This is an optimization exercise on Yosys and OpenROAD, whose aim is small area, not a production implementation. Function was checked by simulation only, so behaviour that the tests miss may differ from the original. Power is estimated from default activity; no workload was simulated.

== run a ==
Design pipeTop, start of the top module:
module pipeTop
(
	input  logic        CLK,
	input  logic        RSTB,
	input  logic        PSEL,
	input  logic        PENABLE,
	input  logic        PWRITE,
	input  logic [11:0] PADDR,
	input  logic [31:0] PWDATA,
	output logic [31:0] PRDATA,
	output logic        PREADY,
	output logic        PSLVERR
);
export LEC_CHECK = 0
export ABC_AREA = 1
export CAP_MARGIN = 20
export CORE_MARGIN = 2
export CORE_UTILIZATION = 40
export SLEW_MARGIN = 20
create_clock -name core_clock -period 5.0 [get_ports {CLK}]
standard.sh (not shown) runs the stock make flow with config.mk's settings and CLKGATE_MAP_FILE= SYNTH_SCRIPT=/design/flow/synth_recipe.tcl, a recipe that flattens the netlist after the stock synthesis.
==> flow/flow/run.sh <==
#!/bin/bash
# The standard layout with three changes:
#  - after the standard synthesis, the gates between the registers are
#    re-mapped by Yosys/ABC for area (registers untouched, see remap.ys);
#  - clock tree synthesis without dummy loads;
#  - port buffers of the smallest buffer.
# Each tool's output goes to its own log in this folder.
set -euo pipefail
export CTS_ARGS="-sink_clustering_enable -repair_clock_nets -dont_use_dummy_load $(cat flow/cts_args.txt)"
export BUFFER_PORTS_ARGS="-buffer_cell sky130_fd_sc_hd__buf_1"
R=orfs/results/${FLOW_PLATFORM}/pipeTop/base
LIB=${FLOW_HOME}/platforms/${FLOW_PLATFORM}/lib/sky130_fd_sc_hd__tt_025C_1v80.lib
YOSYS=yosys
if [[ -x ${FLOW_HOME}/../tools/install/yosys/bin/yosys ]]; then YOSYS=${FLOW_HOME}/../tools/install/yosys/bin/yosys; fi
bash standard.sh synth > standard_synth.log 2>&1
cp $R/1_2_yosys.v standard_netlist.v
sed -e "s|@LIB@|$LIB|g" -e "s|@IN@|$PWD/standard_netlist.v|" -e "s|@OUT@|$PWD/remapped.v|" flow/remap.ys > remap_run.ys
$YOSYS -q -s remap_run.ys -l remap_yosys.log > /dev/null 2>&1
cp remapped.v $R/1_2_yosys.v
rm -f $R/1_synth.odb $R/1_synth.sdc
bash standard.sh > standard_flow.log 2>&1
==> flow/flow/cts_args.txt <==
-buf_list sky130_fd_sc_hd__clkbuf_8 -sink_clustering_size 20 -sink_clustering_max_diameter 60
Other scripts of this flow, unchanged in this note and not shown: flow/flow/remap.ys
> inputs changed (run a -> run b)
Settings: swapping 40 for 55 in CORE_UTILIZATION.
==> flow/flow/cts_args.txt <==
-buf_list sky130_fd_sc_hd__clkbuf_8 -sink_clustering_size 22 -sink_clustering_max_diameter 50
- Relative to run a, final-layout clock buffer total has gone down in run b.
- Sort run a and run b by cell area asc -> top: run b
- Number of ordinary and repair buffers in the finished layout: run b vs run a up 3.2%
- Taking run a as the reference, in run b well tap count saw a decrease; share of final-layout standard cells stronger than drive strength 1 barely changed.

* * *

nickel:
pipeTop, a different RTL version from the one above (not shown whole).
For scale: ~1400 cells after synthesis, ~21000 sq um of cells after synthesis.
Design pipeTop, start of the top module:
module pipeTop
(
	input  logic        CLK,
	input  logic        RSTB,
	input  logic        PSEL,
	input  logic        PENABLE,
	input  logic        PWRITE,
	input  logic [11:0] PADDR,
	input  logic [31:0] PWDATA,
	output logic [31:0] PRDATA,
	output logic        PREADY,
	output logic        PSLVERR
);
	logic [5:0]      ph;
	logic [3:0]      slotHi;
	logic [1:0]      wrPoint;
	logic            running;
	logic            pcDone;
	logic            runStart;
	logic            runEnd;
	logic            execOn;
	logic            regWe;
	logic [1:0]      regWdata;
	logic            imemWe;
	logic [3:0]      imemPointWe;
	pipePkg::sInstrT imemWdata;
	pipePkg::sInstrT tapInstr;
	pipePkg::sInstrT nextInstr;
	pipePkg::sInstrT nextInstrD;
	pipePkg::sInstrT curInstr;
	logic [1:0]      rfBits;
	logic [1:0]      sum;
	logic            rfWe;
	logic [3:0]      rfRdIdx;
	logic [3:0]      rfWrIdx;
	logic [1:0]      rfWbits;
	always_ff @(posedge CLK or negedge RSTB)
	begin
		if (!RSTB)
			ph <= '0;
		else
			ph <= ph + 6'd1;
	end
	always_ff @(posedge CLK)
	begin
		if (runStart)
			slotHi <= 4'd15;
		else if (ph == 6'd63)
			slotHi <= slotHi + 4'd1;
	end
	assign runEnd = running & slotHi[3] & ~slotHi[0] & (ph == 6'd7);
	assign execOn = running & (slotHi != 4'd15) & ((slotHi != 4'd0) | (ph[5:3] != 3'd0));
	always_ff @(posedge CLK or negedge RSTB)
	begin
		if (!RSTB)
		begin
			running <= 1'b0;
			pcDone  <= 1'b0;
		end
		else
		begin
			if (runStart)
				running <= 1'b1;
  ...
Settings: LEC_CHECK=0, ABC_AREA=1, CAP_MARGIN=20, CORE_MARGIN=2, CORE_UTILIZATION=55, SLEW_MARGIN=20; clock period 5.0 ns.
==> flow/flow/cts_args.txt <==
-buf_list sky130_fd_sc_hd__clkbuf_8 -sink_clustering_size 22 -sink_clustering_max_diameter 50
==> flow/flow/remap.ys <==
# Re-map the combinational logic of the standard synthesis netlist for area.
# Flip-flop cells stay as they are (kept as black boxes), so every register
# keeps its name and cell type; only the gates between them are re-mapped.
read_liberty -ignore_miss_func @LIB@
blackbox sky130_fd_sc_hd__dfxtp_1 sky130_fd_sc_hd__edfxtp_1 sky130_fd_sc_hd__dfrtp_1 sky130_fd_sc_hd__dfstp_1 sky130_fd_sc_hd__dfxbp_1 sky130_fd_sc_hd__dfrbp_1
read_verilog @IN@
hierarchy -top pipeTop
flatten
opt -purge
abc -liberty @LIB@ -dont_use sky130_fd_sc_hd__lpflow_bleeder_1 -dont_use sky130_fd_sc_hd__lpflow_clkbufkapwr_1 -dont_use sky130_fd_sc_hd__lpflow_clkbufkapwr_16 -dont_use sky130_fd_sc_hd__lpflow_clkbufkapwr_2 -dont_use sky130_fd_sc_hd__lpflow_clkbufkapwr_4 -dont_use sky130_fd_sc_hd__lpflow_clkbufkapwr_8 -dont_use sky130_fd_sc_hd__lpflow_clkinvkapwr_1 -dont_use sky130_fd_sc_hd__lpflow_clkinvkapwr_16 -dont_use sky130_fd_sc_hd__lpflow_clkinvkapwr_2 -dont_use sky130_fd_sc_hd__lpflow_clkinvkapwr_4 -dont_use sky130_fd_sc_hd__lpflow_clkinvkapwr_8 -dont_use sky130_fd_sc_hd__lpflow_decapkapwr_12 -dont_use sky130_fd_sc_hd__lpflow_decapkapwr_3 -dont_use sky130_fd_sc_hd__lpflow_decapkapwr_4 -dont_use sky130_fd_sc_hd__lpflow_decapkapwr_6 -dont_use sky130_fd_sc_hd__lpflow_decapkapwr_8 -dont_use sky130_fd_sc_hd__lpflow_inputiso0n_1 -dont_use sky130_fd_sc_hd__lpflow_inputiso0p_1 -dont_use sky130_fd_sc_hd__lpflow_inputiso1n_1 -dont_use sky130_fd_sc_hd__lpflow_inputiso1p_1 -dont_use sky130_fd_sc_hd__lpflow_inputisolatch_1 -dont_use sky130_fd_sc_hd__lpflow_isobufsrc_1 -dont_use sky130_fd_sc_hd__lpflow_isobufsrc_16 -dont_use sky130_fd_sc_hd__lpflow_isobufsrc_2 -dont_use sky130_fd_sc_hd__lpflow_isobufsrc_4 -dont_use sky130_fd_sc_hd__lpflow_isobufsrc_8 -dont_use sky130_fd_sc_hd__lpflow_isobufsrckapwr_16 -dont_use sky130_fd_sc_hd__lpflow_lsbuf_lh_hl_isowell_tap_1 -dont_use sky130_fd_sc_hd__lpflow_lsbuf_lh_hl_isowell_tap_2 -dont_use sky130_fd_sc_hd__lpflow_lsbuf_lh_hl_isowell_tap_4 -dont_use sky130_fd_sc_hd__lpflow_lsbuf_lh_isowell_4 -dont_use sky130_fd_sc_hd__lpflow_lsbuf_lh_isowell_tap_1 -dont_use sky130_fd_sc_hd__lpflow_lsbuf_lh_isowell_tap_2 -dont_use sky130_fd_sc_hd__lpflow_lsbuf_lh_isowell_tap_4 -dont_use sky130_fd_sc_hd__probe_p_8 -dont_use sky130_fd_sc_hd__probec_p_8  -script "+strash;dch;map -a;"
opt_clean -purge
hilomap -hicell sky130_fd_sc_hd__conb_1 HI -locell sky130_fd_sc_hd__conb_1 LO
opt_clean -purge
insbuf -buf sky130_fd_sc_hd__buf_4 A X
opt_clean -purge
stat -liberty @LIB@
write_verilog -noattr -noexpr -nohex -nodec @OUT@
Scripts as last shown in full above: flow/flow/run.sh
Here is what was changed in the inputs of amber compared with nickel.
- an added GPL_TIMING_DRIVEN of 0
==> flow/flow/cts_args.txt <==
-buf_list sky130_fd_sc_hd__clkbuf_8 -sink_clustering_size 21 -sink_clustering_max_diameter 50
### Flow results
Re internal cell power: nickel was lower than amber. Part of the total power dissipated in the clock network: amber vs nickel up 0.3 points. Between amber and nickel, length in cells of the worst reg-to-reg path is higher for nickel, amber comes in under that. Going from nickel to amber, the final HPWL from detailed placement was found to have gone down by about 1.2%. On overall routed net length: amber sits below nickel. Side by side, critical path arrival turned out higher in amber than in nickel.
Edits applied to the flow inputs when going from amber to garnet:
- GPL_TIMING_DRIVEN: 0 -> unset
-- flow/flow/run.sh --
<<< amber, line 11
>>> garnet, line 11
export SKIP_REPAIR_TIE_FANOUT=1
==> flow/flow/cts_args.txt <==
-buf_list {sky130_fd_sc_hd__clkbuf_8 sky130_fd_sc_hd__clkbuf_4} -sink_clustering_size 22 -sink_clustering_max_diameter 45
-- flow/flow/remap.ys --
<<< amber, line 12
hilomap -hicell sky130_fd_sc_hd__conb_1 HI -locell sky130_fd_sc_hd__conb_1 LO
>>> garnet, line 12
hilomap -singleton -hicell sky130_fd_sc_hd__conb_1 HI -locell sky130_fd_sc_hd__conb_1 LO
<<< amber, line 14
insbuf -buf sky130_fd_sc_hd__buf_4 A X
>>> garnet, line 14

--- outcome ---
Run comparison: amber worst setup path category reg -> reg; garnet worst setup path category reg -> out. amber vs garnet, master of the slowest instance on the critical path: nand3_1 vs dfrtp_1. In garnet relative to amber, total power had gone up slightly. Wire length on met3: garnet vs amber down about 2.2%. garnet completed every stage of the flow, and the final layout passed the timing, design-rule and antenna checks. As far as register share of the cell area is concerned, garnet and amber perform about the same. Compared with amber, in garnet cell area after synthesis was more or less identical, via count of the routed design lower, fraction of power spent switching nets neither gained nor lost much.
The inputs of zinc differ from those of garnet as listed below.
-- flow/flow/run.sh --
<<< garnet, line 2
# The standard layout with three changes:
>>> zinc, line 2
# The standard layout with four changes:
<<< garnet, line 5
#  - clock tree synthesis without dummy loads;
>>> zinc, line 5
#  - the constant-zero outputs PRDATA[31:16] share one tie cell
#    (remap.ys maps them to one, and the tie fanout repair is skipped);
#  - clock tree synthesis without dummy loads, with the leaf clusters of
#    flow/cts_args.txt;
==> flow/flow/cts_args.txt <==
-buf_list sky130_fd_sc_hd__clkbuf_8 -sink_clustering_size 21 -sink_clustering_max_diameter 60
### Flow results
Of zinc and garnet, the higher worst hold slack belongs to zinc. zinc vs garnet — filler cell count rose 0.48%. Compared with garnet, zinc degrades first-iteration DRC count. Compared to garnet, zinc has final-layout clock buffer total about 10% lower. Met3 layer usage reported by global route: zinc vs garnet, no meaningful difference. zinc vs garnet — ratio of final minimum period to clock period dropped 0.85 points. Re setup slack: zinc is 43 ps up on garnet.
### zinc -> quartz
-- flow/flow/run.sh --
<<< zinc, line 2
# The standard layout with four changes:
>>> quartz, line 2
# The standard layout with three changes:
<<< zinc, line 5
#  - the constant-zero outputs PRDATA[31:16] share one tie cell
#    (remap.ys maps them to one, and the tie fanout repair is skipped);
#  - clock tree synthesis without dummy loads, with the leaf clusters of
#    flow/cts_args.txt;
>>> quartz, line 5
#  - clock tree synthesis without dummy loads;
==> flow/flow/cts_args.txt <==
-buf_list sky130_fd_sc_hd__clkbuf_8 -sink_clustering_size 24 -sink_clustering_max_diameter 45
Results
Power density over the cells up 2.0 nW/um^2 in quartz wrt zinc
Via count of the first global-routing pass (quartz vs. zinc) increases slightly
[compare] base=zinc new=quartz: pin count of the biggest net entering global routing went up by 14%; fraction of final layout cells sized beyond drive strength 1 now larger; combinational share of power about even; final design area excluding fillers up 69 sq um.
--- input diff quartz..delta ---
- changing CORE_UTILIZATION from 55 to 45
-- flow/flow/run.sh --
<<< quartz, line 2
# The standard layout with three changes:
>>> delta, line 2
# The standard layout with four changes:
<<< quartz, line 5
#  - clock tree synthesis without dummy loads;
>>> delta, line 5
#  - the constant-zero outputs PRDATA[31:16] share one tie cell
#    (remap.ys maps them to one, and the tie fanout repair is skipped);
#  - clock tree synthesis without dummy loads, with the leaf clusters of
#    flow/cts_args.txt;
==> flow/flow/cts_args.txt <==
-buf_list sky130_fd_sc_hd__clkbuf_8 -sink_clustering_size 21 -sink_clustering_max_diameter 60
## What came out
delta | status: complete | timing, DRC, antenna: pass. quartz finished every step from synthesis to the final layout, and the layout passed the timing, design-rule and antenna checks. Clock tree buffer count of the final layout of delta falls short of that of quartz by more than 10%. Between quartz and delta, the worst stage delay on the critical path figures differ only marginally. Sort delta and quartz by final clock period utilization by the worst path asc -> top: quartz. Of delta and quartz, quartz shows the lower final routed wirelength across all metal layers, with delta above it. For the share of the core filled with cells in the final layout, delta came in 11 points lower than quartz did. The post-placement setup slack of delta falls short of that of quartz by 50 ps. Diff quartz -> delta | met3 wire length | up by a few percent. Diff delta..quartz | count of instances resized after the clock tree is built | unchanged.

==> afterwards: timing with drivers on the ports <==
The results above use ideal ports. As a check the final layouts listed here were re-extracted and re-timed, cells and wires unchanged.
Step 1, drivers: a clkbuf_16 drives CLK and a buf_2 each remaining input, both assumed.
Step 2 times the ports against the registers' clock, not the clock port: input delays grow and output delays shrink by t, the midpoint of the rising clock arrivals with the driver on.
Slacks: ideal ports / drivers / drivers and shift; pairs: ideal ports / drivers.
run	shift t [ns]	setup WS [ns]	worst register clock-pin slew, ns	pins driven straight from the clock port
run a	0.668	1.080 / 1.080 / 0.725	0.12 / 0.12	1
run b	0.677	1.211 / 1.211 / 0.786	0.12 / 0.12	1
nickel	0.679	0.945 / 0.898 / 0.850	0.12 / 0.12	1
amber	0.682	0.504 / 0.504 / 0.504	0.12 / 0.12	1
garnet	0.677	0.923 / 0.877 / 0.884	0.12 / 0.12	1
zinc	0.677	0.966 / 0.918 / 0.834	0.12 / 0.12	1
quartz	0.682	0.951 / 0.904 / 0.818	0.13 / 0.13	1
delta	0.662	0.913 / 0.867 / 0.794	0.12 / 0.12	1
After both steps every run listed still meets setup and hold. For run b, which loses most, drivers alone change the setup slack by 0.000 ns; drivers and shift together by -0.425 ns.
